This design comes from an exercise in tuning for a short achievable clock period and few clock cycles on the open sky130 flow, not from production work. The RTL was checked by simulation tests, not by an equivalence proof against the original design. Power is estimated from default activity; no workload was simulated.

$ cat flow/run.sh
#!/bin/bash
# synth_recipe.tcl (not shown) runs the flow's synth.tcl, then flattens the netlist and writes it again
# the make line also repeats each setting of config.mk as NAME=value (left out here)
make -C /OpenROAD-flow-scripts/flow DESIGN_CONFIG=/design/flow/config.mk WORK_HOME=/design/flow/orfs CLKGATE_MAP_FILE= SYNTH_SCRIPT=/design/flow/synth_recipe.tcl finish
$ cat flow/config.mk
export PLATFORM = sky130hd
export DESIGN_NAME = risc8_core
export DESIGN_NICKNAME = risc8_core
export VERILOG_FILES = /design/flow/design.v
export SDC_FILE = /design/flow/constraint.sdc
export NUM_CORES = 4
export LEC_CHECK = 0
export ABC_CLOCK_PERIOD_IN_PS = 3000
export CAP_MARGIN = 20
export CORE_MARGIN = 2
export CORE_UTILIZATION = 40
export SETUP_SLACK_MARGIN = 5
export SLEW_MARGIN = 20
$ cat flow/constraint.sdc
create_clock -name core_clock -period 10.0 [get_ports {clk}]
set_input_delay 2.0000 -clock core_clock [delete_from_list [all_inputs] [get_ports {clk}]]
set_output_delay 2.0000 -clock core_clock [all_outputs]
set_load 0.01 [all_outputs]
$ cat flow/design.v
`timescale 1ns/1ps
module risc8_core (
	input logic clk,
	input logic reset,
	output logic [16-1:0] pc,
	input logic [15:0] cdata,
	output logic [16-1:0] data_addr,
	output logic data_wen,
	output logic data_ren,
	input logic [8-1:0] data_read,
	output logic [8-1:0] data_write
);
	localparam int NB = 4;
	logic [15:0] fpc;
	logic c_valid, c_pred;
	logic [NB-1:0] c_hv;
	logic [15:0] c_pc;
	logic d_valid, d_pred, d_addrw;
	logic [NB-1:0] d_hv;
	logic [15:0] d_pc, d_pc1;
	logic [15:0] ir;
	logic e_valid, e_pred;
	logic [NB-1:0] e_hv;
	logic [15:0] e_pc, e_pc1, e_target;
	logic e_isbr, e_isjmp, e_skipcls, e_brset;
	logic [2:0] e_brbit;
	logic [1:0] e_k;
	logic [7:0] e_a, e_b;
	logic e_we;
	logic [4:0] e_rd;
	logic e_arith, e_sub, e_usec, e_zkeep;
	logic e_and, e_or, e_eor, e_movb, e_swap, e_shift;
	logic [1:0] e_sht;  
	logic e_fl_arith, e_fl_logic, e_fl_shift;
	logic ld1, ld2;
	logic [4:0] ld1_rd, ld2_rd;
	logic [7:0] regs [32];
	logic [7:0] sreg;
	logic [NB-1:0] bv;
	logic [15:0] btag [NB];
	logic [15:0] btgt [NB];
	logic [1:0] brr;
	assign pc = fpc;
	logic [7:0] bx;
	logic cin, ci;
	logic [8:0] s9;
	logic [4:0] n5;
	logic [7:0] e_result;
	logic [7:0] e_sreg;
	logic fc, fh, fv, fz, fn;
	always_comb begin
		cin = e_usec & sreg[0];
		bx = e_sub ? ~e_b : e_b;
		ci = e_sub ? ~cin : cin;
		s9 = {1'b0, e_a} + {1'b0, bx} + {8'd0, ci};
		n5 = {1'b0, e_a[3:0]} + {1'b0, bx[3:0]} + {4'd0, ci};
		e_result = e_b;
		if (e_arith)
			e_result = s9[7:0];
		else if (e_and)
			e_result = e_a & e_b;
		else if (e_or)
			e_result = e_a | e_b;
		else if (e_eor)
			e_result = e_a ^ e_b;
		else if (e_swap)
			e_result = {e_a[3:0], e_a[7:4]};
		else if (e_shift)
			e_result = {(e_sht == 2'd0) ? e_a[7] : (e_sht == 2'd2) ? sreg[0] : 1'b0, e_a[7:1]};
	end
	always_comb begin
		fn = e_result[7];
		fz = (e_result == 8'h00) & (~e_zkeep | sreg[1]);
		fc = s9[8] ^ e_sub;
		fh = n5[4] ^ e_sub;
		fv = (e_a[7] == bx[7]) & (s9[7] != e_a[7]);
		e_sreg = sreg;
		if (e_fl_arith) begin
			e_sreg[0] = fc;
			e_sreg[5] = fh;
			e_sreg[3] = fv;
			e_sreg[1] = fz;
			e_sreg[2] = fn;
			e_sreg[4] = fn ^ fv;
		end else if (e_fl_logic) begin
			e_sreg[3] = 1'b0;
			e_sreg[1] = fz;
			e_sreg[2] = fn;
			e_sreg[4] = fn;
		end else if (e_fl_shift) begin
			e_sreg[0] = e_a[0];
			e_sreg[3] = fn ^ e_a[0];
			e_sreg[1] = fz;
			e_sreg[2] = fn;
			e_sreg[4] = e_a[0];
		end
	end
	logic e_taken;
	logic e_skip;
	logic e_redirect;
	logic [15:0] e_redirect_pc;
	logic annul_d, annul_c, annul_f;
	logic skip_ok;
	assign e_taken = e_isjmp | (e_isbr & (sreg[e_brbit] == e_brset));
	always_comb begin
		case (e_k)
		2'd0: skip_ok = 1'b1;
		2'd1: skip_ok = d_valid & c_valid & ~e_pred & ~d_pred;
		default: skip_ok = d_valid & c_valid & ~e_pred & ~d_pred & ~c_pred;
		endcase
	end
	assign e_skip = e_valid & e_isbr & e_skipcls & e_taken & ~e_pred & skip_ok;
	assign e_redirect = e_valid & ~e_skip & (e_taken != e_pred);
	assign e_redirect_pc = e_taken ? e_target : e_pc1;
	assign annul_d = e_skip & (e_k != 2'd0);
	assign annul_c = e_skip & e_k[1];
	assign annul_f = e_skip & (e_k == 2'd3);
	logic [3:0] hi4;
	logic [5:0] hi6;
	logic one;
	logic i_cpc, i_sbc, i_add, i_cp, i_sub, i_adc, i_and, i_eor, i_or, i_mov;
	logic i_cpi, i_sbci, i_subi, i_ori, i_andi, i_ldi;
	logic i_com, i_neg, i_swap, i_inc, i_asr, i_lsr, i_ror, i_dec;
	logic i_lds, i_sts, i_rjmp, i_br;
	logic imm_form;
	logic [4:0] sel_a, sel_b;
	logic [7:0] kval;
	always_comb begin
		hi4 = ir[15:12];
		hi6 = ir[15:10];
		one = (ir[15:9] == 7'b1001010) & ~d_addrw;
		i_cpc = (hi6 == 6'b000001) & ~d_addrw;
		i_sbc = (hi6 == 6'b000010) & ~d_addrw;
		i_add = (hi6 == 6'b000011) & ~d_addrw;
		i_cp  = (hi6 == 6'b000101) & ~d_addrw;
		i_sub = (hi6 == 6'b000110) & ~d_addrw;
		i_adc = (hi6 == 6'b000111) & ~d_addrw;
		i_and = (hi6 == 6'b001000) & ~d_addrw;
		i_eor = (hi6 == 6'b001001) & ~d_addrw;
		i_or  = (hi6 == 6'b001010) & ~d_addrw;
		i_mov = (hi6 == 6'b001011) & ~d_addrw;
		i_cpi  = (hi4 == 4'h3) & ~d_addrw;
		i_sbci = (hi4 == 4'h4) & ~d_addrw;
		i_subi = (hi4 == 4'h5) & ~d_addrw;
		i_ori  = (hi4 == 4'h6) & ~d_addrw;
		i_andi = (hi4 == 4'h7) & ~d_addrw;
		i_ldi  = (hi4 == 4'he) & ~d_addrw;
		i_com  = one & (ir[3:0] == 4'h0);
		i_neg  = one & (ir[3:0] == 4'h1);
		i_swap = one & (ir[3:0] == 4'h2);
		i_inc  = one & (ir[3:0] == 4'h3);
		i_asr  = one & (ir[3:0] == 4'h5);
		i_lsr  = one & (ir[3:0] == 4'h6);
		i_ror  = one & (ir[3:0] == 4'h7);
		i_dec  = one & (ir[3:0] == 4'ha);
		i_lds = (ir[15:9] == 7'b1001000) & (ir[3:0] == 4'h0) & ~d_addrw;
		i_sts = (ir[15:9] == 7'b1001001) & (ir[3:0] == 4'h0) & ~d_addrw;
		i_rjmp = (hi4 == 4'hc) & ~d_addrw;
		i_br = (ir[15:11] == 5'b11110) & ~d_addrw;
		imm_form = (hi4 == 4'h3) | (hi4 == 4'h4) | (hi4 == 4'h5) | (hi4 == 4'h6)
			| (hi4 == 4'h7) | (hi4 == 4'he);
		sel_a = imm_form ? {1'b1, ir[7:4]} : ir[8:4];
		sel_b = {ir[9], ir[3:0]};
		kval = {ir[11:8], ir[3:0]};
	end
	logic [7:0] rf_a, rf_b, val_a, val_b;
	logic fwd_ea, fwd_eb, fwd_la, fwd_lb;
	assign rf_a = regs[sel_a];
	assign rf_b = regs[sel_b];
	assign fwd_ea = e_valid & e_we & (e_rd == sel_a);
	assign fwd_eb = e_valid & e_we & (e_rd == sel_b);
	assign fwd_la = ld2 & (ld2_rd == sel_a);
	assign fwd_lb = ld2 & (ld2_rd == sel_b);
	assign val_a = fwd_ea ? e_result : fwd_la ? data_read : rf_a;
	assign val_b = fwd_eb ? e_result : fwd_lb ? data_read : rf_b;
	logic [15:0] d_off, d_target;
	logic d_back;
	logic d_redirect;
	logic d_skipcls;
	assign d_off = i_rjmp ? {{4{ir[11]}}, ir[11:0]} : {{9{ir[9]}}, ir[9:3]};
	assign d_target = d_pc1 + d_off;
	assign d_back = ir[9];
	assign d_skipcls = ~ir[9] & (ir[8:5] == 4'd0);
	assign d_redirect = d_valid & ~d_pred & (i_rjmp | (i_br & d_back)) & ~e_redirect & ~annul_d;
	logic [NB-1:0] hv;
	logic btb_hit;
	logic [15:0] btb_target;
	always_comb begin
		btb_target = 16'h0000;
		for (int i = 0; i < NB; i++) begin
			hv[i] = bv[i] & (btag[i] == fpc);
			btb_target = btb_target | (hv[i] ? btgt[i] : 16'h0000);
		end
		btb_hit = |hv;
	end
	logic [15:0] fpc_next;
	logic f_pred;
	always_comb begin
		f_pred = 1'b0;
		if (e_redirect)
			fpc_next = e_redirect_pc;
		else if (d_redirect)
			fpc_next = d_target;
		else if (btb_hit & ~annul_f) begin
			fpc_next = btb_target;
			f_pred = 1'b1;
		end else
			fpc_next = fpc + 16'd1;
	end
	logic c_addrw;
	assign c_addrw = d_valid & (i_lds | i_sts) & ~e_redirect & ~annul_d;
	always_ff @(posedge clk) begin
		if (reset) begin
			fpc <= 16'h0000;
			c_valid <= 1'b0;
			c_pred <= 1'b0;
			d_valid <= 1'b0;
			d_pred <= 1'b0;
			d_addrw <= 1'b0;
			e_valid <= 1'b0;
			e_pred <= 1'b0;
			ld1 <= 1'b0;
			ld2 <= 1'b0;
			data_wen <= 1'b0;
			data_ren <= 1'b0;
			sreg <= 8'h00;
			bv <= '0;
			brr <= 2'd0;
		end else begin
			fpc <= fpc_next;
			c_pc <= fpc;
			c_valid <= ~e_redirect & ~d_redirect & ~annul_f;
			c_pred <= f_pred;
			c_hv <= f_pred ? hv : '0;
			ir <= cdata;
			d_pc <= c_pc;
			d_pc1 <= c_pc + 16'd1;
			d_valid <= c_valid & ~e_redirect & ~d_redirect & ~annul_c;
			d_pred <= c_pred;
			d_hv <= c_hv;
			d_addrw <= c_addrw;
			data_ren <= c_addrw & i_lds;
			data_wen <= c_addrw & i_sts;
			e_valid <= d_valid & ~e_redirect & ~annul_d;
			e_pred <= d_pred | d_redirect;
			e_hv <= d_hv;
			ld1 <= c_addrw & i_lds;
			ld2 <= ld1;
			if (e_valid)
				sreg <= e_sreg;
			if (e_valid & (e_isbr | e_isjmp) & ~e_skipcls) begin
				if (e_taken & (e_hv == '0)) begin
					bv[brr] <= 1'b1;
					brr <= brr + 2'd1;
				end else if (~e_taken)
					bv <= bv & ~e_hv;
			end
		end
	end
	always_ff @(posedge clk) begin
		data_addr <= cdata;
		data_write <= val_a;
		ld1_rd <= ir[8:4];
		ld2_rd <= ld1_rd;
		e_pc <= d_pc;
		e_pc1 <= d_pc1;
		e_target <= d_target;
		e_isbr <= i_br;
		e_isjmp <= i_rjmp;
		e_skipcls <= i_br & d_skipcls;
		e_brset <= ~ir[10];
		e_brbit <= ir[2:0];
		e_k <= ir[4:3];
		e_a <= i_neg ? 8'h00 : val_a;
		e_b <= (i_inc | i_dec) ? 8'h01 : i_com ? 8'hff
			: (i_cpi | i_sbci | i_subi | i_ori | i_andi | i_ldi) ? kval
			: i_neg ? val_a : val_b;
		e_rd <= sel_a;
		e_we <= i_sbc | i_add | i_sub | i_adc | i_and | i_eor | i_or | i_mov
			| i_sbci | i_subi | i_ori | i_andi | i_ldi
			| i_com | i_neg | i_swap | i_inc | i_asr | i_lsr | i_ror | i_dec;
		e_arith <= i_cpc | i_sbc | i_add | i_cp | i_sub | i_adc | i_cpi | i_sbci | i_subi
			| i_neg | i_inc | i_dec;
		e_sub <= i_cpc | i_sbc | i_cp | i_sub | i_cpi | i_sbci | i_subi | i_neg | i_dec;
		e_usec <= i_cpc | i_sbc | i_adc | i_sbci;
		e_zkeep <= i_cpc | i_sbc | i_sbci;
		e_and <= i_and | i_andi;
		e_or <= i_or | i_ori;
		e_eor <= i_eor | i_com;
		e_movb <= i_mov | i_ldi;
		e_swap <= i_swap;
		e_shift <= i_asr | i_lsr | i_ror;
		e_sht <= i_asr ? 2'd0 : i_lsr ? 2'd1 : 2'd2;
		e_fl_arith <= i_cpc | i_sbc | i_add | i_cp | i_sub | i_adc | i_cpi | i_sbci | i_subi
			| i_neg | i_inc | i_dec;
		e_fl_logic <= i_and | i_eor | i_or | i_ori | i_andi | i_com;
		e_fl_shift <= i_asr | i_lsr | i_ror;
	end
	always_ff @(posedge clk) begin
		if (e_valid & (e_isbr | e_isjmp) & ~e_skipcls & e_taken & (e_hv == '0)) begin
			btag[brr] <= e_pc;
			btgt[brr] <= e_target;
		end
	end
	always_ff @(posedge clk) begin
		if (reset) begin
			for (int i = 0; i < 32; i++)
				regs[i] <= 8'h00;
		end else begin
			if (e_valid & e_we)
				regs[e_rd] <= e_result;
			else if (ld2)
				regs[ld2_rd] <= data_read;
		end
	end
endmodule
==> results of run 1 <==
-- metal layers --
metal | wire, um | vias up
met1 | 33600 | 9467
met5 | 0 | -
met3 | 6850 | 143
met2 | 37200 | 894
li1 | - | 8278
met4 | 2310 | 0
-- logic make-up after synthesis --
group,after synthesis,share of synthesized area
buffers and inverters,205,0.0298
DFF,623,0.590
AOI/OAI and AO/OA,311,0.0721
muxes,213,0.140
adders and majority gates,47,0.0211
xor gates and xnor gates,141,0.0427
and+or+nand+nor,674,0.104
-- metrics by stage --
stage	hold slack [ps]	instances	util
6_report	331	3233	0.454
5_1_grt	338	3233	0.454
4_1_cts	330	3233	0.454
3_5_place_dp	321	3117	0.426
3_3_place_gp	317	3117	0.426
2_1_floorplan	310	2214	-
-- layout by cell type (no fill, tap or decap), types with 24 or more instances in the layout --
cell type          n
a21oi_1           90
a22oi_1           37
buf_4             33
clkbuf_16         63
clkdlybuf4s50_1   66
dfxtp_1          161
edfxtp_1         460
ha_1              44
inv_1             51
mux2i_1           44
mux4_2           153
nand2_1          148
nand3_1           42
nor2_1           337
o21ai_0           24
o21ai_1           32
xnor2_1          103
xor2_1            38
-- cell usage after synthesis (5+ instances only) --
cell type / number
ha_1: 44
edfxtp_1: 460
nor4_1: 8
nand2_1: 148
buf_1: 12
a221oi_1: 17
a22oi_1: 37
or3_1: 6
xor2_1: 38
xnor2_1: 103
and3_1: 15
a21oi_1: 90
mux2i_1: 49
nand4_1: 22
dfxtp_1: 163
o21ai_0: 24
buf_2: 41
a221o_1: 6
nand3b_1: 6
a211oi_1: 16
o21bai_1: 7
buf_4: 5
clkbuf_1: 85
nand3_1: 42
nand2b_1: 11
o211ai_1: 11
o21ai_1: 34
mux2_2: 11
nor3_1: 18
mux4_2: 153
nor2b_1: 23
inv_1: 55
o22ai_1: 6
a21o_1: 14
o21a_1: 6
and2_1: 15
nor2_1: 337
-- power by group through the flow --
stage	Combinational (W)	Sequential [W]	Clock [W]
after floorplan	0.000685	0.00305	0
after global placement	0.00103	0.00313	0
after detailed placement	0.00104	0.00313	0
after CTS	0.00104	0.00308	0.00235
after global routing	0.00112	0.00310	0.00244
final	0.00105	0.00308	0.00232
-- timing repair --
action	CTS	global route
cloned	0	0
endpoints found under the setup margin	128	192
gates resized for setup	2	2
-- worst max path at each step --
stage               startpoint     endpoint  slack [ps]  cells after the start
detailed placement       reset  regs[30][3]        4170                      9
finish                   reset  regs[16][1]        5220                      9
global route             reset  regs[26][4]        5110                      9
floorplan                reset  regs[10][0]        5450                      5
global placement         reset  regs[28][1]        4290                      9
CTS                      reset   regs[7][2]        5120                     10
-- cell type report --
cell class / instances / share of cell area
Clock buffer: 78 / 0.0514
Tap cell: 950 / 0.0366
Inverter: 58 / 0.00693
Sequential cell: 623 / 0.525
Timing Repair Buffer: 100 / 0.0281
Multi-Input combinational cell: 1386 / 0.341
Clock inverter: 38 / 0.0110
==> impl_metrics.csv, run 1 <==
group,metric,value,unit
clock_tree,ctsRootBufferMaster,"clkbuf_16",
routing,ant_nets,0,
pwr,power,0.00645,W
placement,pre_cts_slack,4170,ps
worst_setup_path,crit_buf_inv,4,
pwr,p_sw_frac,0.282,
synth,synth_nets,2287,
timing,period_needed,4780,ps
worst_setup_path,max_stage_delay,510,ps
layout,top_register,"regs",
placement,place_congestion,0.868,
layout,antenna_cells,0,
worst_setup_path,critPathCaptureType,"flip-flop",
global_route,use_met1,0.304,
timing,fin_setup_tns,0,ps
layout,syn_to_final_growth,12.4,%
pwr,intPower,0.00463,W
routing,routed_wl,79.9,mm
clock_tree,numCtsBuffers,61,
worst_setup_path,arrival,5070,ps
worst_setup_path,crit_path_cell_trace,"buf_2 > buf_4 > inv_8 > nand3_1 > buf_4 > mux2i_1 > and3_2 > nand2_1 > nand2_1",
clock_tree,clockBufferDepth,3,
pwr,power_density,198,nW/um^2
clock_tree,cts_setup_buffers,0,
floorplanning,die_h,273,um
floorplanning,die_area,74500,um^2
global_route,use_met3,0.0365,
pwr,power_switching,0.00182,W
floorplanning,core.rowCount,98,
routing,drt-pass1-iter-count,7,
floorplanning,start_util,0.404,
global_route,antenna_found_initial,4,
timing,rsz0062_at_grt,"no",
min_path,min_to,"ld2_rd[4]",
global_route,busiest_layer,"met2",
min_path,hold_class,"reg2reg",
layout,multi_input_area,11100,um^2
layout,largest_reg_flops,256,
synth,synth_flop_cell,"edfxtp_1",
synth,netlist_top_cells_area,"edfxtp_1 48%, mux4_2 12%, dfxtp_1 11%, nor2_1 4.4%, xnor2_1 3.1%",
timing,layout_setup_ws,5220,ps
worst_setup_path,crit_family,"simple AND/OR/NAND/NOR gates",
timing,finalSetupViolCount,0,
synth,yosysUniqueCellTypes,78,
worst_setup_path,crit_slowest_cell,"and3_2",
timing,slew_viol_final,0,
placement,placed_cell_area,30500,um^2
pwr,comb_power_share,0.163,
synth,syn_avg_cell_area,13.1,um^2
routing,viasPerCell,5.81,
clock_tree,cts_tree,"yes",
timing,clock.fmax,209,MHz
layout,fin_area,32500,um^2
synth,ys_warn_count,1,
layout,nNetsFinal,2303,
worst_setup_path,timing_worst_setup_path_type,"in2reg",
worst_setup_path,crit_fanout,62,
synth,synth_top_area_frac,0.477,
timing,clock-skew-final,31.3,ps
run,drv_cap,0,
layout,top_regs,"regs x256, btag x64, btgt x64",
worst_setup_path,start_kind,"primary input",
min_path,hold_start,"ld1_rd[4]",
synth,synth_top_area_cell,"edfxtp_1",
placement,port_buffers,67,
floorplanning,num_io_pins,68,
pwr,peakVddDrop,0.000133,V
global_route,grt_use_total,0.214,
layout,nFillCells,6340,
routing,wl_per_cell,24.7,um
status,status,"timing/DRC/antenna clean",
synth,synthCells,2214,
synth,ys_seq_area_frac,0.590,
synth,synth_seq_cells,623,
placement,place.detailed.hpwl,53.0,mm
timing,slew_headroom,0.252,
worst_setup_path,r2r-start,"e_sub",
timing,worst_pin_slew,1120,ps
clock_tree,holdBufCountCts,0,
layout,drive_gt1_frac,0.144,
global_route,overflow,0,
timing,hold_viol,0,
floorplanning,core,71600,um^2
layout,seqCellArea,17100,um^2
pwr,pwr-share-seq,0.478,
clock_tree,clk_pin_slew,60,ps
pwr,clockPowerShare,0.359,
worst_setup_path,crit_required,10290,ps
global_route,grt_pass1_vias,18100,
clock_tree,clk-insertion-delay-late,640,ps
worst_setup_path,reg2reg_slack,5540,ps
worst_setup_path,reg2reg_depth,10,
pwr,leakagePower,11.3,nW
synth,synth_edf_count,460,
min_path,hold_depth,0,
global_route,use_met2,0.340,
timing,fin_crit_sh,0.478,
global_route,grt_pass1_wl,119,mm
global_route,grt_max_degree,63,
synth,syn_area,28900,um^2
floorplanning,dieWidth,273,um
routing,drtIter0Drc,2099,
routing,vias,18800,
synth,async_flop_share,0,
routing,drc,0,
clock_tree,cts_sinks,623,
worst_setup_path,reg2reg_to,"regs[16][4]",
clock_tree,htreeDepth,2,
Testbench counts, summed over its fixed seeds: cycles 23,596.
==> run 2: changes to the inputs <==
--- a/flow/config.mk
+++ b/flow/config.mk
@@ -6,8 +6,6 @@
 export NUM_CORES = 4
 export LEC_CHECK = 0
-export ABC_CLOCK_PERIOD_IN_PS = 3000
 export CAP_MARGIN = 20
 export CORE_MARGIN = 2
 export CORE_UTILIZATION = 40
-export SETUP_SLACK_MARGIN = 5
 export SLEW_MARGIN = 20
==> impl_metrics.csv, run 2 <==
group,metric,value,unit
status,status,"timing/DRC/antenna clean",
floorplanning,die_area,74500,um^2
worst_setup_path,crit_fanout,63,
clock_tree,numCtsBuffers,61,
layout,layout_common_cells,"460 x edfxtp_1, 337 x nor2_1, 161 x dfxtp_1",
worst_setup_path,crit_required,10280,ps
clock_tree,ctsRootBufferMaster,"clkbuf_16",
synth,synth_top_area_frac,0.477,
routing,ant_nets,0,
run,drv_cap,0,
global_route,grt_use_total,0.214,
timing,hold_slack,332,ps
clock_tree,clockBufferDepth,3,
timing,layout_setup_ws,4510,ps
floorplanning,core,71600,um^2
timing,finalSetupViolCount,0,
layout,syn_to_final_growth,12.8,%
layout,largest_reg_flops,256,
pwr,leakagePower,11.3,nW
timing,worst_pin_slew,1150,ps
synth,synth_common_cells,"460 x edfxtp_1, 337 x nor2_1, 163 x dfxtp_1",
timing,period_needed,5490,ps
timing,hold_viol,0,
synth,async_flop_share,0,
global_route,grt_pass1_wl,119,mm
clock_tree,cts_sinks,623,
synth,yosysMostFrequentCell,"edfxtp_1",
floorplanning,core.rowCount,98,
pwr,peakVddDrop,0.000137,V
min_path,hold_class,"reg2reg",
floorplanning,die_h,273,um
layout,top_register,"regs",
layout,stdcell_count,3239,
routing,drtIter0Drc,2008,
floorplanning,dieWidth,273,um
timing,fin_setup_tns,0,ps
global_route,antenna_found_initial,1,
floorplanning,start_util,0.404,
global_route,grt_pass1_vias,18400,
layout,drive_gt1_frac,0.146,
synth,ys_warn_count,1,
worst_setup_path,start_kind,"primary input",
routing,vias,18700,
layout,layout_commonest_cell,"edfxtp_1",
layout,antenna_cells,0,
pwr,power_density,200,nW/um^2
floorplanning,num_io_pins,68,
routing,drt-pass1-iter-count,6,
synth,synth_top_area_cell,"edfxtp_1",
routing,routed_wl,80.0,mm
layout,top_regs,"regs x256, btag x64, btgt x64",
clock_tree,cts_setup_buffers,0,
synth,syn_avg_cell_area,13.1,um^2
synth,ys_seq_area_frac,0.590,
layout,nNetsFinal,2309,
synth,synth_nets,2287,
worst_setup_path,critPathCaptureType,"flip-flop",
global_route,grt_max_degree,64,
clock_tree,cts_tree,"yes",
synth,syn_area,28900,um^2
worst_setup_path,timing_worst_setup_path_type,"in2reg",
timing,slew_headroom,0.234,
global_route,overflow,0,
clock_tree,holdBufCountCts,0,
clock_tree,htreeDepth,2,
timing,slew_viol_final,0,
synth,synth_seq_cells,623,
layout,nFillCells,6347,
routing,viasPerCell,5.78,
timing,clock-skew-final,51.4,ps
clock_tree,clk-insertion-delay-late,650,ps
placement,pre_cts_slack,3910,ps
synth,synthCells,2214,
placement,place.detailed.hpwl,53.2,mm
placement,port_buffers,67,
worst_setup_path,arrival,5770,ps
timing,clock.fmax,182,MHz
synth,synth_edf_count,460,
timing,fin_crit_sh,0.549,
synth,yosysUniqueCellTypes,78,
clock_tree,cts_resized,0,
timing,rsz0062_at_grt,"no",
placement,place_inst,3122,
routing,wl_per_cell,24.7,um
clock_tree,clk_pin_slew,60,ps
synth,synth_flop_cell,"edfxtp_1",
placement,place_congestion,0.858,
routing,drc,0,
synth,netlist_top_cells_area,"edfxtp_1 48%, mux4_2 12%, dfxtp_1 11%, nor2_1 4.4%, xnor2_1 3.1%",
[run 2: cell count changes in the layout (fill, tap and decap cells not counted), sizes merged]
cell / delta
clkinvlp: +1
bufinv: +1
clkinv: -5
buf: +6
inv: +3
[run 2: metal layers]
layer / up-vias / share of wire / routed length, um / track usage
met1: 9446 / 0.42 / 33600 / 0.293
met4: 2 / 0.034 / 2750 / 0.0764
met2: 833 / 0.46 / 36900 / 0.335
met3: 174 / 0.086 / 6850 / 0.0499
met5: - / 0.00016 / 13 / 0
li1: 8273 / - / - / -
[run 2: layout make-up]
type                    count  area [um^2]  area share
flip-flops and latches    623        17100       0.523
repair buffers            106          962      0.0295
inverters                  58          220     0.00675
clock inverters            38          412      0.0126
multi-input cells        1386        11100       0.339
well taps                 950         1190      0.0364
clock buffers              78         1690      0.0519
[run 2: worst paths after layout]
path / from / to / slack, ps / depth (start not counted)
max: reset / regs[16][6] / 4510 / 8
min: ld1_rd[4] / ld2_rd[4] / 330 / 0
max reg2reg: e_sub / regs[10][4] / 5510 / 10
min reg2reg: ld1_rd[4] / ld2_rd[4] / 330 / 0
[run 2: power breakdown]
| group | internal, W | switching (W) | leakage, nW |
|---|---|---|---|
| clock network | 0.00136 | 0.00102 | 1.02 |
| registers | 0.00292 | 0.000147 | 5.92 |
| logic | 0.000395 | 0.000679 | 4.40 |
| total | 0.00468 | 0.00185 | 11.3 |
[run 2: critical path, cell delays in order]
cell and delay, ps:
buf_2 720, inv_4 570, nand3_1 250, buf_4 350, mux2i_1 340, and3_1 720, nand2_1 370, nand2_1 380
[run 2: cell families (layout without fill, tap and decap cells)]
logic type	after synthesis	count (layout)	synth area share
AO/OA/AOI/OAI	311	311	0.0721
buffers and inverters	205	280	0.0298
adder cells (fa/ha/maj)	47	47	0.0211
flip-flops	623	623	0.590
XOR/XNOR	141	141	0.0427
AND/OR/NAND/NOR	674	674	0.104
multiplexers	213	213	0.140
[run 2: per-stage QoR]
stage / cell area, um^2 / util / power, W
CTS: 32600 / 0.456 / 0.00655
floorplan: 28900 / - / 0.00374
global route: 32600 / 0.456 / 0.00675
global placement: 30500 / 0.426 / 0.00417
detailed placement: 30500 / 0.426 / 0.00418
finish: 32600 / 0.456 / 0.00653
==> run 3: changes to the inputs <==
==> flow/flow/run.sh (new file) <==
#!/bin/bash
set -euo pipefail
bash standard.sh SETUP_SLACK_MARGIN=7 finish > standard_flow.log 2>&1
==> flow/standard.sh (new file) <==
#!/bin/bash
# synth_recipe.tcl (not shown) runs the flow's synth.tcl, then flattens the netlist and writes it again
# the make line also repeats each setting of config.mk as NAME=value (left out here)
make -C /OpenROAD-flow-scripts/flow DESIGN_CONFIG=/design/flow/config.mk WORK_HOME=/design/flow/orfs CLKGATE_MAP_FILE= SYNTH_SCRIPT=/design/flow/synth_recipe.tcl "${@:-finish}"
--- a/flow/config.mk
+++ b/flow/config.mk
@@ -6,4 +6,5 @@
 export NUM_CORES = 4
 export LEC_CHECK = 0
+export ABC_CLOCK_PERIOD_IN_PS = 3000
 export CAP_MARGIN = 20
 export CORE_MARGIN = 2
removed: flow/run.sh
==> impl_metrics.csv, run 3 <==
group,metric,value,unit
layout,antenna_cells,0,
synth,synth_flop_cell,"edfxtp_1",
floorplanning,core,71600,um^2
global_route,grt_pass1_vias,20000,
timing,clock-skew-final,36.9,ps
routing,drtIter0Drc,2570,
clock_tree,clockBufferDepth,3,
pwr,peakVddDrop,0.000126,V
synth,syn_area,28900,um^2
pwr,power_switching,0.00236,W
synth,ys_warn_count,1,
timing,finalSetupViolCount,0,
synth,yosysUniqueCellTypes,78,
synth,synth_nets,2287,
timing,rsz0062_at_grt,"yes",
timing,fin_setup_tns,0,ps
layout,top_regs,"regs x256, btag x64, btgt x64",
synth,synthCells,2214,
pwr,clockPowerShare,0.333,
placement,place_congestion,0.867,
pwr,comb_power_share,0.262,
placement,place.detailed.hpwl,53.4,mm
synth,async_flop_share,0,
layout,largest_reg_flops,256,
worst_setup_path,start_kind,"primary input",
global_route,overflow,0,
global_route,grt_max_degree,59,
pwr,intPower,0.00522,W
floorplanning,dieWidth,273,um
min_path,hold_class,"reg2reg",
global_route,grt_pass1_wl,135,mm
timing,slew_headroom,0.293,
routing,drc,0,
worst_setup_path,crit_fanout,8,
routing,wl_per_cell,28.2,um
floorplanning,die_area,74500,um^2
worst_setup_path,reg2reg_depth,13,
pwr,power_density,190,nW/um^2
layout,layout_commonest_cell,"edfxtp_1",
routing,vias,21400,
clock_tree,clk_pin_slew,60,ps
layout,seqCellArea,17200,um^2
synth,synth_seq_cells,623,
layout,nFillCells,5590,
floorplanning,start_util,0.404,
pwr,leakagePower,14.0,nW
synth,yosysMostFrequentCell,"edfxtp_1",
routing,drt-pass1-iter-count,6,
pwr,power,0.00758,W
synth,synth_top_area_cell,"edfxtp_1",
synth,syn_avg_cell_area,13.1,um^2
timing,clock.fmax,304,MHz
status,status,"timing/DRC/antenna clean",
routing,ant_nets,0,
floorplanning,num_io_pins,68,
timing,hold_viol,0,
placement,port_buffers,67,
clock_tree,ctsRootBufferMaster,"clkbuf_16",
floorplanning,core.rowCount,98,
clock_tree,htreeDepth,3,
layout,drive_gt1_frac,0.409,
timing,worst_pin_slew,1060,ps
timing,period_needed,3280,ps
clock_tree,cts_sinks,623,
layout,top_register,"regs",
global_route,antenna_found_initial,3,
worst_setup_path,timing_worst_setup_path_type,"in2reg",
clock_tree,numCtsBuffers,69,
layout,layout_common_cells,"460 x edfxtp_1, 153 x mux4_2, 143 x nor2_1",
min_path,hold_depth,0,
synth,synth_top_area_frac,0.477,
routing,viasPerCell,6.05,
timing,slew_viol_final,0,
worst_setup_path,critPathCaptureType,"flip-flop",
pwr,pwr-share-seq,0.405,
clock_tree,cts_tree,"yes",
clock_tree,clk-insertion-delay-late,630,ps
timing,fin_crit_sh,0.328,
synth,netlist_top_cells_area,"edfxtp_1 48%, mux4_2 12%, dfxtp_1 11%, nor2_1 4.4%, xnor2_1 3.1%",
worst_setup_path,crit_required,10320,ps
layout,multi_input_area,14400,um^2
synth,synth_edf_count,460,
pwr,p_sw_frac,0.311,
floorplanning,die_h,273,um
layout,nNetsFinal,2610,
routing,routed_wl,99.7,mm
synth,ys_seq_area_frac,0.590,
run,drv_cap,0,
synth,synth_common_cells,"460 x edfxtp_1, 337 x nor2_1, 163 x dfxtp_1",
global_route,grt_use_total,0.248,
layout,syn_to_final_growth,37.7,%
clock_tree,holdBufCountCts,0,
worst_setup_path,arrival,3610,ps
-- run 3: worst paths after layout --
path              slack [ps]     from          to
setup reg to reg        6840  sreg[0]  regs[5][6]
setup / recovery        6720    reset  regs[1][7]
hold reg to reg          340  d_pc[4]     e_pc[4]
hold / removal           340  d_pc[4]     e_pc[4]
-- run 3: cell families after synthesis --
logic type / synth area share
simple gates: 0.104
fa+ha+maj: 0.0211
flops: 0.590
buf+inv: 0.0298
mux: 0.140
compound gates: 0.0721
xor+xnor: 0.0427
-- run 3: cell type report --
class,count,area share
Sequential cell,623,0.431
Multi-Input combinational cell,1412,0.362
Timing Repair Buffer,371,0.114
Clock buffer,94,0.0470
Tap cell,950,0.0298
Clock inverter,31,0.00885
Inverter,58,0.00666
Timing Repair inverter,2,0.000502
-- run 3: power groups by stage --
stage	logic (W)	registers [W]	clock network (W)
finish	0.00199	0.00307	0.00252
global route	0.00203	0.00308	0.00265
CTS	0.00153	0.00306	0.00254
detailed placement	0.00105	0.00313	0
global placement	0.00105	0.00313	0
floorplan	0.000752	0.00305	0
-- run 3: critical path: stages --
cell     delay (ps)
buf_8           100
buf_12          130
inv_16           60
nand3_4         130
mux2i_4         470
nor2b_4         360
buf_6           160
nand2_8          90
nand2_8         100
-- run 3: stage by stage --
stage	hold slack (ps)	cells	utilization	area (um^2)	setup WS, ps
finish	335	3541	0.557	39900	6720
global route	342	3541	0.557	39900	6710
floorplan	310	2214	-	29700	6420
CTS	335	3439	0.520	37200	6810
global placement	317	3116	0.433	31000	4460
detailed placement	315	3116	0.433	31000	4390
-- run 3: timing repair --
action                                  4_1_cts  5_1_grt
hold endpoints to repair                      0        0
endpoints found under the setup margin      792      717
buffers inserted                            169       78
gates resized for setup                     594      356
pin swaps                                   162      120
gates cloned                                 29       24
-- run 3: per-layer routing --
metal  global-route usage  vias up  part of all wire
li1                     -     8998                 -
met1                0.327    10800              0.38
met2                0.396     1321              0.47
met3               0.0554      310              0.10
met4                0.102        6             0.050
met5                    0        -           0.00040
==> run 4: changes to the inputs <==
--- a/flow/design.v
+++ b/flow/design.v
@@ -23,5 +23,5 @@
 	logic [NB-1:0] e_hv;
 	logic [15:0] e_pc, e_pc1, e_target;
-	logic e_isbr, e_isjmp, e_skipcls, e_brset;
+	logic e_isbr, e_isjmp, e_skipcls, e_brset, e_back;
 	logic [2:0] e_brbit;
 	logic [1:0] e_k;
@@ -41,4 +41,9 @@
 	logic [15:0] btgt [NB];
 	logic [1:0] brr;
+	logic [3:0] bcnt [NB];
+	logic [NB-1:0] bloop;
+	logic [3:0] trip;
+	logic trip_v;
+	logic rst_q;
 	assign pc = fpc;
 	logic [7:0] bx;
@@ -182,6 +187,6 @@
 	assign d_back = ir[9];
 	assign d_skipcls = ~ir[9] & (ir[8:5] == 4'd0);
-	assign d_redirect = d_valid & ~d_pred & (i_rjmp | (i_br & d_back)) & ~e_redirect & ~annul_d;
-	logic [NB-1:0] hv;
+	assign d_redirect = d_valid & ~d_pred & (d_hv == '0) & (i_rjmp | (i_br & d_back)) & ~e_redirect & ~annul_d;
+	logic [NB-1:0] hv, hvt;
 	logic btb_hit;
 	logic [15:0] btb_target;
@@ -190,7 +195,8 @@
 		for (int i = 0; i < NB; i++) begin
 			hv[i] = bv[i] & (btag[i] == fpc);
-			btb_target = btb_target | (hv[i] ? btgt[i] : 16'h0000);
+			hvt[i] = hv[i] & ~(bloop[i] & trip_v & (bcnt[i] == trip));
+			btb_target = btb_target | (hvt[i] ? btgt[i] : 16'h0000);
 		end
-		btb_hit = |hv;
+		btb_hit = |hvt;
 	end
 	logic [15:0] fpc_next;
@@ -224,7 +230,7 @@
 			data_wen <= 1'b0;
 			data_ren <= 1'b0;
-			sreg <= 8'h00;
 			bv <= '0;
 			brr <= 2'd0;
+			trip_v <= 1'b0;
 		end else begin
 			fpc <= fpc_next;
@@ -232,5 +238,5 @@
 			c_valid <= ~e_redirect & ~d_redirect & ~annul_f;
 			c_pred <= f_pred;
-			c_hv <= f_pred ? hv : '0;
+			c_hv <= hv;
 			ir <= cdata;
 			d_pc <= c_pc;
@@ -247,12 +253,15 @@
 			ld1 <= c_addrw & i_lds;
 			ld2 <= ld1;
-			if (e_valid)
-				sreg <= e_sreg;
 			if (e_valid & (e_isbr | e_isjmp) & ~e_skipcls) begin
 				if (e_taken & (e_hv == '0)) begin
 					bv[brr] <= 1'b1;
 					brr <= brr + 2'd1;
-				end else if (~e_taken)
-					bv <= bv & ~e_hv;
+				end else if (~e_taken) begin
+					bv <= bv & ~(e_hv & ~bloop);
+					if ((e_hv & bloop) != '0) begin
+						trip <= e_hcnt;
+						trip_v <= (e_hcnt != 4'd15);
+					end
+				end
 			end
 		end
@@ -268,4 +277,5 @@
 		e_isbr <= i_br;
 		e_isjmp <= i_rjmp;
+		e_back <= d_back;
 		e_skipcls <= i_br & d_skipcls;
 		e_brset <= ~ir[10];
@@ -298,11 +308,33 @@
 	end
 	always_ff @(posedge clk) begin
-		if (e_valid & (e_isbr | e_isjmp) & ~e_skipcls & e_taken & (e_hv == '0)) begin
-			btag[brr] <= e_pc;
-			btgt[brr] <= e_target;
+		if (rst_q)
+			sreg <= 8'h00;
+		else if (e_valid)
+			sreg <= e_sreg;
+	end
+	logic [3:0] e_hcnt;
+	always_comb begin
+		e_hcnt = 4'd0;
+		for (int i = 0; i < NB; i++)
+			e_hcnt = e_hcnt | (e_hv[i] ? bcnt[i] : 4'd0);
+	end
+	always_ff @(posedge clk) begin
+		if (e_valid & (e_isbr | e_isjmp) & ~e_skipcls) begin
+			if (e_taken & (e_hv == '0)) begin
+				btag[brr] <= e_pc;
+				btgt[brr] <= e_target;
+				bcnt[brr] <= 4'd1;
+				bloop[brr] <= e_isbr & e_back;
+			end else begin
+				for (int i = 0; i < NB; i++)
+					if (e_hv[i])
+						bcnt[i] <= ~e_taken ? 4'd0 : (bcnt[i] == 4'd15) ? 4'd15 : bcnt[i] + 4'd1;
+			end
 		end
 	end
+	always_ff @(posedge clk)
+		rst_q <= reset;
 	always_ff @(posedge clk) begin
-		if (reset) begin
+		if (rst_q) begin
 			for (int i = 0; i < 32; i++)
 				regs[i] <= 8'h00;
==> impl_metrics.csv, run 4 <==
group,metric,value,unit
timing,finalSetupViolCount,0,
worst_setup_path,crit_required,10510,ps
layout,nFillCells,6324,
worst_setup_path,reg2reg_depth,12,
pwr,peakVddDrop,0.000126,V
routing,viasPerCell,5.91,
placement,port_buffers,67,
synth,yosysUniqueCellTypes,87,
global_route,grt_pass1_wl,134,mm
global_route,grt_max_degree,75,
placement,place_congestion,0.860,
pwr,power_switching,0.00216,W
layout,nNetsFinal,2616,
min_path,hold_class,"reg2reg",
floorplanning,die_area,79400,um^2
synth,synth_seq_cells,650,
synth,netlist_top_cells_area,"edfxtp_1 47%, mux4_2 12%, dfxtp_1 11%, nor2_1 4.2%, xor2_1 2.3%",
global_route,antenna_found_initial,4,
routing,ant_nets,0,
synth,synth_flop_cell,"edfxtp_1",
layout,multi_input_area,13700,um^2
pwr,clockPowerShare,0.368,
synth,synth_top_area_cell,"edfxtp_1",
synth,synth_edf_count,484,
min_path,min_to,"ld2_rd[4]",
timing,period_needed,3590,ps
placement,place_inst,3332,
floorplanning,die_h,282,um
clock_tree,numCtsBuffers,74,
routing,routed_wl,95.7,mm
clock_tree,cts_tree,"yes",
synth,synth_common_cells,"484 x edfxtp_1, 348 x nor2_1, 166 x dfxtp_1",
timing,clock-skew-final,27.9,ps
synth,async_flop_share,0,
layout,top_register,"regs",
routing,wl_met3,10.4,mm
floorplanning,core,76200,um^2
timing,hold_viol,0,
synth,synth_nets,2440,
status,status,"timing/DRC/antenna clean",
worst_setup_path,start_kind,"flip-flop",
timing,rsz0062_at_grt,"yes",
clock_tree,clk-insertion-delay-late,620,ps
pwr,power_density,196,nW/um^2
worst_setup_path,arrival,4100,ps
timing,fin_setup_tns,0,ps
clock_tree,htreeDepth,3,
global_route,overflow,0,
timing,slew_viol_final,0,
worst_setup_path,r2r-start,"ir[13]",
layout,drive_gt1_frac,0.323,
routing,wl_met1,38.7,mm
clock_tree,clk_pin_slew,60,ps
pwr,intPower,0.00536,W
pwr,comb_power_share,0.208,
global_route,grt_use_total,0.229,
routing,vias,21400,
layout,seqCellArea,17900,um^2
synth,synth_top_area_frac,0.471,
layout,largest_reg_flops,256,
layout,layout_common_cells,"484 x edfxtp_1, 271 x nor2_1, 159 x mux4_2",
routing,drc,0,
layout,layout_commonest_cell,"edfxtp_1",
clock_tree,ctsRootBufferMaster,"clkbuf_16",
synth,ys_seq_area_frac,0.578,
routing,drt-pass1-iter-count,5,
synth,yosysMostFrequentCell,"edfxtp_1",
global_route,grt_pass1_vias,20600,
run,drv_cap,0,
min_path,hold_start,"ld1_rd[4]",
floorplanning,num_io_pins,68,
floorplanning,start_util,0.405,
clock_tree,holdBufCountCts,0,
timing,clock.fmax,278,MHz
min_path,hold_depth,0,
pwr,p_sw_frac,0.287,
routing,drtIter0Drc,2559,
layout,top_regs,"regs x256, btag x64, btgt x64",
worst_setup_path,timing_worst_setup_path_type,"reg2reg",
layout,syn_to_final_growth,24.5,%
timing,fin_crit_sh,0.359,
pwr,leakagePower,13.7,nW
worst_setup_path,reg2reg_slack,6410,ps
worst_setup_path,crit_fanout,8,
worst_setup_path,critPathCaptureType,"flip-flop",
placement,place.detailed.hpwl,57.0,mm
pwr,pwr-share-seq,0.424,
synth,ys_warn_count,1,
synth,synthCells,2362,
timing,hold_slack,328,ps
worst_setup_path,reg2reg_to,"fpc[14]",
routing,highest_layer,"met5",
synth,syn_area,30900,um^2
synth,syn_avg_cell_area,13.1,um^2
floorplanning,dieWidth,282,um
layout,stdcell_count,3630,
routing,met2_length,43.6,mm
clock_tree,clockBufferDepth,3,
timing,slew_headroom,0.223,
routing,wl_per_cell,26.4,um
floorplanning,core.rowCount,101,
clock_tree,cts_sinks,650,
timing,worst_pin_slew,1160,ps
## run 4: changes by cell type in the layout (fill, tap and decap cells not counted), moves of 24 or more
cell,delta
nor2_1,+128
nand2_8,-75
nor2_4,-63
nor2_2,-54
buf_12,-40
xor2_1,+40
xnor2_1,-33
buf_6,-30
nand2_1,+27
buf_4,-24
edfxtp_1,+24
nand2_2,+24
## run 4: cells by family (layout without fill, tap and decap cells)
family | count (synthesis) | in the layout | synth area share
buffers and inverters | 210 | 442 | 0.0300
muxes | 224 | 227 | 0.138
and+or+nand+nor | 754 | 754 | 0.114
adders and majority gates | 52 | 52 | 0.0218
DFF | 650 | 650 | 0.578
AOI/OAI and AO/OA | 318 | 318 | 0.0749
other | 0 | 3 | 0
xor gates and xnor gates | 154 | 154 | 0.0439
## run 4: repair_timing
| action | 4_1_cts | 5_1_grt |
|---|---|---|
| endpoints found under the hold margin | 0 | 0 |
| setup buffers | 94 | 45 |
| pin swaps | 30 | 56 |
| gates resized for setup | 397 | 271 |
| setup endpoints to repair | 804 | 558 |
| gates cloned | 8 | 13 |
## run 4: worst max-delay path: stages (launching register included)
cell,delay (ps)
edfxtp_1,400
nor3b_2,220
and2_4,240
mux2_4,330
fa_2,350
a211o_1,360
a2111oi_4,380
o31ai_2,100
o41a_1,360
a31oi_1,170
xnor2_1,110
and3b_1,190
o31a_1,260
## run 4: worst max path at each step
stage / startpoint / to / slack, ps / depth (start not counted)
6_report: ir[13] / fpc[14] / 6410 / 12
5_1_grt: ir[13] / fpc[14] / 6270 / 12
4_1_cts: ir[13] / fpc[14] / 6470 / 12
3_5_place_dp: ir[14] / fpc[14] / 5840 / 12
3_3_place_gp: ir[14] / fpc[14] / 5900 / 12
2_1_floorplan: reset / c_hv[0] / 6110 / 4
## run 4: metal layers
metal / up-vias / GRT usage
li1: 9261 / -
met1: 10800 / 0.320
met2: 1173 / 0.356
met3: 171 / 0.0515
met4: 2 / 0.0681
met5: - / 0
## run 4: area by class of cell
class / count / share of cell area
timing repair inverter: 2 / 0.000391
clock inverter: 38 / 0.0107
timing repair buffer: 254 / 0.0730
clock buffer: 97 / 0.0537
tap: 1030 / 0.0335
sequential: 650 / 0.467
multi-input combinational: 1505 / 0.356
antenna: 3 / 0.000195
inverter: 51 / 0.00527
## run 4: metrics by stage
step / cell area [um^2] / utilization / setup WS [ps] / total power, W
global placement: 32500 / 0.427 / 5900 / 0.00419
detailed placement: 32600 / 0.427 / 5840 / 0.00423
CTS: 36700 / 0.482 / 6470 / 0.00719
finish: 38400 / 0.505 / 6410 / 0.00752
global route: 38400 / 0.504 / 6270 / 0.00773
floorplan: 31100 / - / 6110 / 0.00386
## run 4: power by group through the flow
stage	Sequential [W]	Clock, W	Combinational [W]
floorplan	0.00317	0	0.000699
global placement	0.00325	0	0.000941
detailed placement	0.00326	0	0.000972
CTS	0.00319	0.00280	0.00121
global route	0.00320	0.00290	0.00163
finish	0.00319	0.00277	0.00156
Testbench counts of run 4, summed over its fixed seeds: cycles 22,996.
==> run 5: changes to the inputs <==
--- a/flow/design.v
+++ b/flow/design.v
@@ -12,15 +12,15 @@
 );
 	localparam int NB = 4;
-	logic [15:0] fpc;
+	logic [15:0] fpc, fpc1;
 	logic c_valid, c_pred;
 	logic [NB-1:0] c_hv;
-	logic [15:0] c_pc;
+	logic [15:0] c_pc1, c_pc2;
 	logic d_valid, d_pred, d_addrw;
 	logic [NB-1:0] d_hv;
-	logic [15:0] d_pc, d_pc1;
+	logic [15:0] d_pc1, d_pc2;
 	logic [15:0] ir;
 	logic e_valid, e_pred;
 	logic [NB-1:0] e_hv;
-	logic [15:0] e_pc, e_pc1, e_target;
+	logic [15:0] e_pc1, e_pc2, e_target, e_target1;
 	logic e_isbr, e_isjmp, e_skipcls, e_brset, e_back;
 	logic [2:0] e_brbit;
@@ -38,6 +38,7 @@
 	logic [7:0] sreg;
 	logic [NB-1:0] bv;
-	logic [15:0] btag [NB];
+	logic [15:0] btag1 [NB];
 	logic [15:0] btgt [NB];
+	logic [15:0] btgt1 [NB];
 	logic [1:0] brr;
 	logic [3:0] bcnt [NB];
@@ -104,5 +105,5 @@
 	logic e_skip;
 	logic e_redirect;
-	logic [15:0] e_redirect_pc;
+	logic [15:0] e_redirect_pc, e_redirect_pc1;
 	logic annul_d, annul_c, annul_f;
 	logic skip_ok;
@@ -118,4 +119,5 @@
 	assign e_redirect = e_valid & ~e_skip & (e_taken != e_pred);
 	assign e_redirect_pc = e_taken ? e_target : e_pc1;
+	assign e_redirect_pc1 = e_taken ? e_target1 : e_pc2;
 	assign annul_d = e_skip & (e_k != 2'd0);
 	assign annul_c = e_skip & e_k[1];
@@ -179,10 +181,13 @@
 	assign val_a = fwd_ea ? e_result : fwd_la ? data_read : rf_a;
 	assign val_b = fwd_eb ? e_result : fwd_lb ? data_read : rf_b;
-	logic [15:0] d_off, d_target;
+	logic [15:0] d_target, d_target1;
+	logic [15:0] c_off7, c_off12;
+	logic c_rjmp;
 	logic d_back;
 	logic d_redirect;
 	logic d_skipcls;
-	assign d_off = i_rjmp ? {{4{ir[11]}}, ir[11:0]} : {{9{ir[9]}}, ir[9:3]};
-	assign d_target = d_pc1 + d_off;
+	assign c_off12 = {{4{cdata[11]}}, cdata[11:0]};
+	assign c_off7 = {{9{cdata[9]}}, cdata[9:3]};
+	assign c_rjmp = cdata[15:12] == 4'hc;
 	assign d_back = ir[9];
 	assign d_skipcls = ~ir[9] & (ir[8:5] == 4'd0);
@@ -190,27 +195,35 @@
 	logic [NB-1:0] hv, hvt;
 	logic btb_hit;
-	logic [15:0] btb_target;
+	logic [15:0] btb_target, btb_target1;
 	always_comb begin
 		btb_target = 16'h0000;
+		btb_target1 = 16'h0000;
 		for (int i = 0; i < NB; i++) begin
-			hv[i] = bv[i] & (btag[i] == fpc);
+			hv[i] = bv[i] & (btag1[i] == fpc1);
 			hvt[i] = hv[i] & ~(bloop[i] & trip_v & (bcnt[i] == trip));
 			btb_target = btb_target | (hvt[i] ? btgt[i] : 16'h0000);
+			btb_target1 = btb_target1 | (hvt[i] ? btgt1[i] : 16'h0000);
 		end
 		btb_hit = |hvt;
 	end
-	logic [15:0] fpc_next;
+	logic [15:0] fpc_next, fpc1_next, fpc2;
 	logic f_pred;
+	assign fpc2 = fpc1 + 16'd1;
 	always_comb begin
 		f_pred = 1'b0;
-		if (e_redirect)
+		if (e_redirect) begin
 			fpc_next = e_redirect_pc;
-		else if (d_redirect)
+			fpc1_next = e_redirect_pc1;
+		end else if (d_redirect) begin
 			fpc_next = d_target;
-		else if (btb_hit & ~annul_f) begin
+			fpc1_next = d_target1;
+		end else if (btb_hit & ~annul_f) begin
 			fpc_next = btb_target;
+			fpc1_next = btb_target1;
 			f_pred = 1'b1;
-		end else
-			fpc_next = fpc + 16'd1;
+		end else begin
+			fpc_next = fpc1;
+			fpc1_next = fpc2;
+		end
 	end
 	logic c_addrw;
@@ -219,4 +232,5 @@
 		if (reset) begin
 			fpc <= 16'h0000;
+			fpc1 <= 16'h0000 + 16'd1;
 			c_valid <= 1'b0;
 			c_pred <= 1'b0;
@@ -235,11 +249,9 @@
 		end else begin
 			fpc <= fpc_next;
-			c_pc <= fpc;
+			fpc1 <= fpc1_next;
 			c_valid <= ~e_redirect & ~d_redirect & ~annul_f;
 			c_pred <= f_pred;
 			c_hv <= hv;
 			ir <= cdata;
-			d_pc <= c_pc;
-			d_pc1 <= c_pc + 16'd1;
 			d_valid <= c_valid & ~e_redirect & ~d_redirect & ~annul_c;
 			d_pred <= c_pred;
@@ -272,7 +284,14 @@
 		ld1_rd <= ir[8:4];
 		ld2_rd <= ld1_rd;
-		e_pc <= d_pc;
+		c_pc1 <= fpc1;
+		c_pc2 <= fpc2;
+		d_pc1 <= c_pc1;
+		d_pc2 <= c_pc2;
+		d_target <= c_rjmp ? c_pc1 + c_off12 : c_pc1 + c_off7;
+		d_target1 <= c_rjmp ? c_pc2 + c_off12 : c_pc2 + c_off7;
 		e_pc1 <= d_pc1;
+		e_pc2 <= d_pc2;
 		e_target <= d_target;
+		e_target1 <= d_target1;
 		e_isbr <= i_br;
 		e_isjmp <= i_rjmp;
@@ -322,6 +341,7 @@
 		if (e_valid & (e_isbr | e_isjmp) & ~e_skipcls) begin
 			if (e_taken & (e_hv == '0)) begin
-				btag[brr] <= e_pc;
+				btag1[brr] <= e_pc1;
 				btgt[brr] <= e_target;
+				btgt1[brr] <= e_target1;
 				bcnt[brr] <= 4'd1;
 				bloop[brr] <= e_isbr & e_back;
==> impl_metrics.csv, run 5 <==
group,metric,value,unit
routing,drtIter0Drc,3042,
synth,ys_warn_count,1,
floorplanning,core,88200,um^2
worst_setup_path,crit_fanout,5,
synth,ys_seq_area_frac,0.587,
pwr,leakagePower,15.3,nW
floorplanning,num_io_pins,68,
timing,finalSetupViolCount,0,
synth,syn_area,35600,um^2
clock_tree,clockBufferDepth,3,
floorplanning,start_util,0.403,
worst_setup_path,r2r-start,"ir[4]",
routing,wl_per_cell,25.9,um
min_path,min_to,"e_pc2[5]",
timing,period_needed,4090,ps
status,status,"timing/DRC/antenna clean",
synth,synth_common_cells,"500 x edfxtp_1, 373 x nor2_1, 294 x dfxtp_1",
synth,yosysUniqueCellTypes,82,
timing,clock.fmax,244,MHz
timing,fin_crit_sh,0.409,
routing,drc,0,
worst_setup_path,critPathCaptureType,"flip-flop",
routing,highest_layer,"met5",
synth,yosysMostFrequentCell,"edfxtp_1",
synth,synth_seq_cells,794,
clock_tree,cts_sinks,794,
worst_setup_path,crit_required,10580,ps
worst_setup_path,reg2reg_slack,7030,ps
layout,nFillCells,7542,
routing,viasPerCell,5.91,
timing,worst_pin_slew,1040,ps
synth,synth_edf_count,500,
synth,synth_top_area_frac,0.422,
clock_tree,clk_pin_slew,60,ps
layout,drive_gt1_frac,0.266,
floorplanning,core.rowCount,109,
worst_setup_path,reg2reg_to,"e_b[4]",
routing,drt-pass1-iter-count,6,
placement,place_congestion,0.913,
worst_setup_path,arrival,4670,ps
min_path,hold_depth,0,
pwr,clockPowerShare,0.376,
layout,top_register,"regs",
routing,routed_wl,108,mm
timing,fin_setup_tns,0,ps
routing,ant_nets,0,
synth,synthCells,2809,
global_route,grt_max_degree,66,
routing,wl_met3,9.77,mm
global_route,overflow,0,
global_route,grt_pass1_wl,157,mm
layout,utilization,0.486,
clock_tree,numCtsBuffers,85,
layout,largest_reg_flops,256,
layout,layout_commonest_cell,"edfxtp_1",
pwr,power_switching,0.00236,W
pwr,peakVddDrop,0.000172,V
synth,netlist_top_cells_area,"edfxtp_1 42%, dfxtp_1 17%, mux4_2 8.8%, nor2_1 3.9%, a21oi_1 2.2%",
synth,synth_nets,2902,
layout,syn_to_final_growth,20.5,%
layout,layout_common_cells,"500 x edfxtp_1, 347 x nor2_1, 253 x dfxtp_1",
timing,hold_viol,0,
timing,layout_setup_ws,5910,ps
pwr,p_sw_frac,0.282,
global_route,grt_use_total,0.232,
timing,clock-skew-final,31.7,ps
min_path,hold_start,"d_pc2[5]",
synth,syn_avg_cell_area,12.7,um^2
timing,rsz0062_at_grt,"yes",
timing,slew_headroom,0.304,
worst_setup_path,start_kind,"primary input",
clock_tree,clk-insertion-delay-late,680,ps
layout,nNetsFinal,3023,
synth,synth_top_area_cell,"edfxtp_1",
routing,met2_length,48.9,mm
worst_setup_path,timing_worst_setup_path_type,"in2reg",
routing,wl_met1,46.8,mm
pwr,comb_power_share,0.170,
global_route,antenna_found_initial,2,
placement,place.detailed.hpwl,66.2,mm
global_route,grt_pass1_vias,24200,
pwr,pwr-share-seq,0.455,
placement,port_buffers,67,
clock_tree,holdBufCountCts,0,
pwr,power_density,196,nW/um^2
timing,slew_viol_final,0,
clock_tree,ctsRootBufferMaster,"clkbuf_16",
placement,pre_cts_slack,3960,ps
clock_tree,htreeDepth,3,
clock_tree,cts_tree,"yes",
floorplanning,die_area,91400,um^2
pwr,intPower,0.00603,W
synth,synth_flop_cell,"edfxtp_1",
floorplanning,die_h,302,um
run,drv_cap,0,
worst_setup_path,reg2reg_depth,8,
routing,vias,24600,
min_path,hold_class,"reg2reg",
synth,async_flop_share,0,
floorplanning,dieWidth,302,um
==> run 5: kinds of logic after synthesis <==
| group | share of synthesized area |
|---|---|
| mux | 0.117 |
| flops | 0.587 |
| fa+ha+maj | 0.0244 |
| xor+xnor | 0.0379 |
| compound gates | 0.0970 |
| simple gates | 0.107 |
| buf+inv | 0.0297 |
==> run 5: timing repair <==
item | in CTS | in global routing
gates cloned | 10 | 8
endpoints found under the setup margin | 870 | 664
endpoints found under the hold margin | 0 | 0
pin swaps | 55 | 39
gates resized for setup | 433 | 169
setup buffers | 52 | 39
==> run 5: metal layers <==
layer  vias to the layer above  global-route usage
met3                       164              0.0412
met1                     12500               0.340
met2                      1154               0.354
met5                         -                   0
met4                         2              0.0657
li1                      10800                   -
==> run 5: layout make-up <==
cell class | instances | area, um^2 | share of cell area
multi-input combinational | 1778 | 15000 | 0.351
tap | 1165 | 1460 | 0.0340
antenna | 2 | 5.00 | 0.000117
inverter | 60 | 240 | 0.00560
clock inverter | 38 | 384 | 0.00895
sequential | 794 | 21000 | 0.489
timing repair buffer | 211 | 2350 | 0.0547
clock buffer | 118 | 2420 | 0.0565
==> run 5: power groups by stage <==
stage / clock (W) / sequential, W / combinational, W
floorplan: 0 / 0.00380 / 0.000752
global placement: 0 / 0.00388 / 0.00105
detailed placement: 0 / 0.00389 / 0.00107
CTS: 0.00319 / 0.00381 / 0.00124
global route: 0.00333 / 0.00383 / 0.00149
finish: 0.00315 / 0.00381 / 0.00142
==> run 5: worst max path at each step <==
stage,start,to,slack (ps),cells past startpoint
final,cdata[15],d_target[13],5910,15
after global routing,cdata[15],d_target[13],5820,15
after CTS,cdata[15],d_target[15],5920,14
after detailed placement,cdata[15],d_target[14],3960,12
after global placement,cdata[15],d_target1[15],4100,13
after floorplan,cdata[14],d_target[15],5540,13
==> run 5: worst max-delay path, stage by stage <==
cell	delay, ps
buf_12	110
nand2_8	50
nor3_4	210
buf_12	170
mux2_4	340
ha_4	180
buf_4	130
a211oi_2	200
nor2_2	70
o311a_1	330
a2111oi_4	200
nor3_2	90
a211oi_2	290
buf_4	160
xnor2_1	120
==> run 5: stage by stage <==
| step | power [W] | cell area, um^2 | hold WS, ps | cells |
|---|---|---|---|---|
| after detailed placement | 0.00496 | 37500 | 312 | 3899 |
| final | 0.00839 | 42900 | 314 | 4166 |
| after floorplan | 0.00455 | 35800 | 310 | 2809 |
| after global placement | 0.00494 | 37500 | 310 | 3899 |
| after global routing | 0.00865 | 42900 | 320 | 4164 |
| after CTS | 0.00824 | 41700 | 313 | 4117 |
Testbench counts of run 5, summed over its fixed seeds: cycles 22,996.
==> run 6: changes to the inputs <==
--- a/flow/design.v
+++ b/flow/design.v
@@ -182,12 +182,32 @@
 	assign val_b = fwd_eb ? e_result : fwd_lb ? data_read : rf_b;
 	logic [15:0] d_target, d_target1;
-	logic [15:0] c_off7, c_off12;
-	logic c_rjmp;
+	logic [15:0] d_tbr, d_tbr1, d_tj, d_tj1;
+	function automatic logic [15:0] add_br(input logic [15:0] p, input logic [6:0] k);
+		logic [7:0] lo;
+		logic [8:0] hi, hi_p, hi_m;
+		lo = {1'b0, p[6:0]} + {1'b0, k};
+		hi = p[15:7];
+		hi_p = p[15:7] + 9'd1;
+		hi_m = p[15:7] - 9'd1;
+		add_br = {k[6] ? (lo[7] ? hi : hi_m) : (lo[7] ? hi_p : hi), lo[6:0]};
+	endfunction
+	function automatic logic [15:0] add_j(input logic [15:0] p, input logic [11:0] k);
+		logic [12:0] lo;
+		logic [3:0] hi, hi_p, hi_m;
+		lo = {1'b0, p[11:0]} + {1'b0, k};
+		hi = p[15:12];
+		hi_p = p[15:12] + 4'd1;
+		hi_m = p[15:12] - 4'd1;
+		add_j = {k[11] ? (lo[12] ? hi : hi_m) : (lo[12] ? hi_p : hi), lo[11:0]};
+	endfunction
 	logic d_back;
 	logic d_redirect;
 	logic d_skipcls;
-	assign c_off12 = {{4{cdata[11]}}, cdata[11:0]};
-	assign c_off7 = {{9{cdata[9]}}, cdata[9:3]};
-	assign c_rjmp = cdata[15:12] == 4'hc;
+	assign d_tbr = add_br(d_pc1, ir[9:3]);
+	assign d_tbr1 = add_br(d_pc2, ir[9:3]);
+	assign d_tj = add_j(d_pc1, ir[11:0]);
+	assign d_tj1 = add_j(d_pc2, ir[11:0]);
+	assign d_target = ({16{i_rjmp}} & d_tj) | ({16{~i_rjmp}} & d_tbr);
+	assign d_target1 = ({16{i_rjmp}} & d_tj1) | ({16{~i_rjmp}} & d_tbr1);
 	assign d_back = ir[9];
 	assign d_skipcls = ~ir[9] & (ir[8:5] == 4'd0);
@@ -288,6 +308,4 @@
 		d_pc1 <= c_pc1;
 		d_pc2 <= c_pc2;
-		d_target <= c_rjmp ? c_pc1 + c_off12 : c_pc1 + c_off7;
-		d_target1 <= c_rjmp ? c_pc2 + c_off12 : c_pc2 + c_off7;
 		e_pc1 <= d_pc1;
 		e_pc2 <= d_pc2;
==> impl_metrics.csv, run 6 <==
group,metric,value,unit
layout,antenna_cells,0,
pwr,power_density,188,nW/um^2
placement,placed_cell_area,37900,um^2
synth,yosysUniqueCellTypes,83,
timing,rsz0062_at_grt,"yes",
worst_setup_path,arrival,1130,ps
synth,synth_seq_cells,762,
routing,drtIter0Drc,2907,
worst_setup_path,crit_family,"flip-flops",
worst_setup_path,crit_required,8000,ps
clock_tree,clockBufferDepth,3,
global_route,grt_max_degree,65,
synth,async_flop_share,0,
synth,synth_edf_count,500,
floorplanning,start_util,0.402,
routing,viasPerCell,5.96,
synth,yosysMostFrequentCell,"edfxtp_1",
worst_setup_path,crit_path_cell_trace,"buf_6",
routing,wl_per_cell,26.5,um
pwr,leakagePower,15.5,nW
synth,synth_top_area_frac,0.416,
worst_setup_path,crit_fanout,2,
clock_tree,ctsRootBufferMaster,"clkbuf_16",
layout,syn_to_final_growth,20.4,%
layout,top_register,"regs",
synth,syn_area,36100,um^2
routing,routed_wl,114,mm
placement,place_congestion,0.938,
layout,layout_commonest_cell,"edfxtp_1",
synth,ys_warn_count,1,
synth,synth_flop_cell,"edfxtp_1",
worst_setup_path,start_kind,"flip-flop",
routing,drc,0,
worst_setup_path,crit_slowest_cell,"dfxtp_4",
synth,synth_top_area_cell,"edfxtp_1",
clock_tree,numCtsBuffers,83,
timing,slew_viol_final,0,
floorplanning,die_h,304,um
layout,layout_common_cells,"500 x edfxtp_1, 322 x nor2_1, 220 x dfxtp_1",
synth,netlist_top_cells_area,"edfxtp_1 42%, dfxtp_1 15%, mux4_2 10%, nor2_1 3.6%, ha_1 2.7%",
clock_tree,cts_sinks,762,
synth,synthCells,2900,
pwr,peakVddDrop,0.000115,V
worst_setup_path,crit_buf_inv,1,
timing,hold_viol,0,
min_path,hold_class,"reg2reg",
placement,place.detailed.hpwl,71.2,mm
synth,syn_avg_cell_area,12.4,um^2
timing,fin_setup_tns,0,ps
timing,fin_crit_sh,0.313,
placement,port_buffers,67,
global_route,antenna_found_initial,0,
routing,drt-pass1-iter-count,5,
synth,synth_nets,3011,
layout,largest_reg_flops,256,
layout,nNetsFinal,3153,
timing,clock-skew-final,28.7,ps
synth,ys_seq_area_frac,0.561,
clock_tree,holdBufCountCts,0,
routing,ant_nets,0,
timing,slew_headroom,0.368,
timing,worst_pin_slew,938,ps
clock_tree,clk_pin_slew,60,ps
floorplanning,core.rowCount,110,
clock_tree,cts_tree,"yes",
floorplanning,die_area,92700,um^2
timing,clock.fmax,320,MHz
clock_tree,htreeDepth,3,
global_route,overflow,0,
global_route,grt_pass1_wl,164,mm
worst_setup_path,timing_worst_setup_path_type,"reg2out",
routing,vias,25500,
layout,drive_gt1_frac,0.256,
synth,synth_common_cells,"500 x edfxtp_1, 349 x nor2_1, 262 x dfxtp_1",
worst_setup_path,max_stage_delay,390,ps
run,drv_cap,0,
layout,fin_area,43400,um^2
global_route,grt_use_total,0.235,
floorplanning,core,89700,um^2
timing,period_needed,3130,ps
status,status,"timing/DRC/antenna clean",
floorplanning,num_io_pins,68,
timing,finalSetupViolCount,0,
global_route,grt_pass1_vias,25000,
worst_setup_path,critPathCaptureType,"output pin",
floorplanning,dieWidth,304,um
clock_tree,clk-insertion-delay-late,650,ps
[run 6: changes by cell type after synthesis, sizes merged, moves of 17 or more]
cell | before | now
nand3 | 49 | 72
nor2 | 373 | 349
xnor2 | 67 | 84
o21ai | 53 | 84
a221oi | 41 | 24
inv | 59 | 78
nand4 | 8 | 27
a21oi | 159 | 100
dfxtp | 294 | 262
mux4 | 139 | 161
[run 6: repair_timing]
action	4_1_cts	5_1_grt
pin swaps	20	43
cloned	17	10
buffers inserted	52	49
gates resized for setup	393	219
setup endpoints to repair	891	699
[run 6: cell type report]
| class | instances | area [um^2] |
|---|---|---|
| clock buffer | 115 | 2320 |
| multi-input combinational | 1888 | 16000 |
| fill | 7824 | 46300 |
| inverter | 78 | 315 |
| tap | 1176 | 1470 |
| clock inverter | 38 | 277 |
| sequential | 762 | 20300 |
| timing repair buffer | 229 | 2700 |
[run 6: stage by stage]
step           cells  power, W  hold slack (ps)  setup slack (ps)  utilization
6_report        4286   0.00818              321              6870        0.484
5_1_grt         4286   0.00844              328              6840        0.484
4_1_cts         4227   0.00806              323              6840        0.468
3_5_place_dp    4005   0.00490              313              5870        0.422
3_3_place_gp    4005   0.00487              311              5910        0.422
2_1_floorplan   2900   0.00446              310              7030            -
[run 6: worst paths after layout]
check	startpoint	end	slack (ps)	depth (start not counted)
worst min-delay path	c_pc2[12]	d_pc2[12]	320	0
worst min register to register	c_pc2[12]	d_pc2[12]	320	0
worst max-delay path	data_ren	data_ren	6870	1
worst max register to register	sreg[0]	regs[2][6]	6960	14
[run 6: report_power, final]
part           leakage (nW)  switching [W]  internal (W)
Clock                  1.28        0.00129       0.00166
Sequential             7.05       0.000155       0.00351
Combinational          7.13       0.000904      0.000660
[run 6: kinds of logic after synthesis]
group	Yosys count	synth area share
AO/OA/AOI/OAI	490	0.0931
XOR/XNOR	170	0.0413
adder cells (fa/ha/maj)	85	0.0307
buffers and inverters	254	0.0289
flip-flops	762	0.561
multiplexers	258	0.128
AND/OR/NAND/NOR	881	0.116
[run 6: routing by layer]
metal / share of wire / wire length, um / global-route usage
met1: 0.39 / 44900 / 0.304
met5: 0 / 0 / 0
met4: 0.042 / 4780 / 0.0934
met2: 0.48 / 54900 / 0.392
met3: 0.080 / 9130 / 0.0415
Testbench counts of run 6, summed over its fixed seeds: cycles 22,996.

afterwards: timing with drivers on the ports:
In the flow no input, the clock included, has a driving cell. The finished layouts below were timed again as built, in two steps. Step 1 sets driving cells, clkbuf_16 on the clock port and buf_2 on the other inputs (assumed; they add their load-dependent delay and slew). Step 2 also shifts input and output timing later by t, the mid clock arrival at the registers, as if the neighbouring blocks saw the same clock. Three values: no drivers, after step 1, after step 2; two values: the first two.
run	t (ns)	slack for setup (ns)
run 1	0.688	5.220 / 5.256 / 4.568
run 2	0.689	4.508 / 4.539 / 3.851
run 3	0.684	6.715 / 6.743 / 6.059
run 4	0.671	6.409 / 6.409 / 6.338
run 5	0.727	5.907 / 5.910 / 5.183
run 6	0.705	6.871 / 6.800 / 6.376
After both steps setup and hold are still met in every run listed.
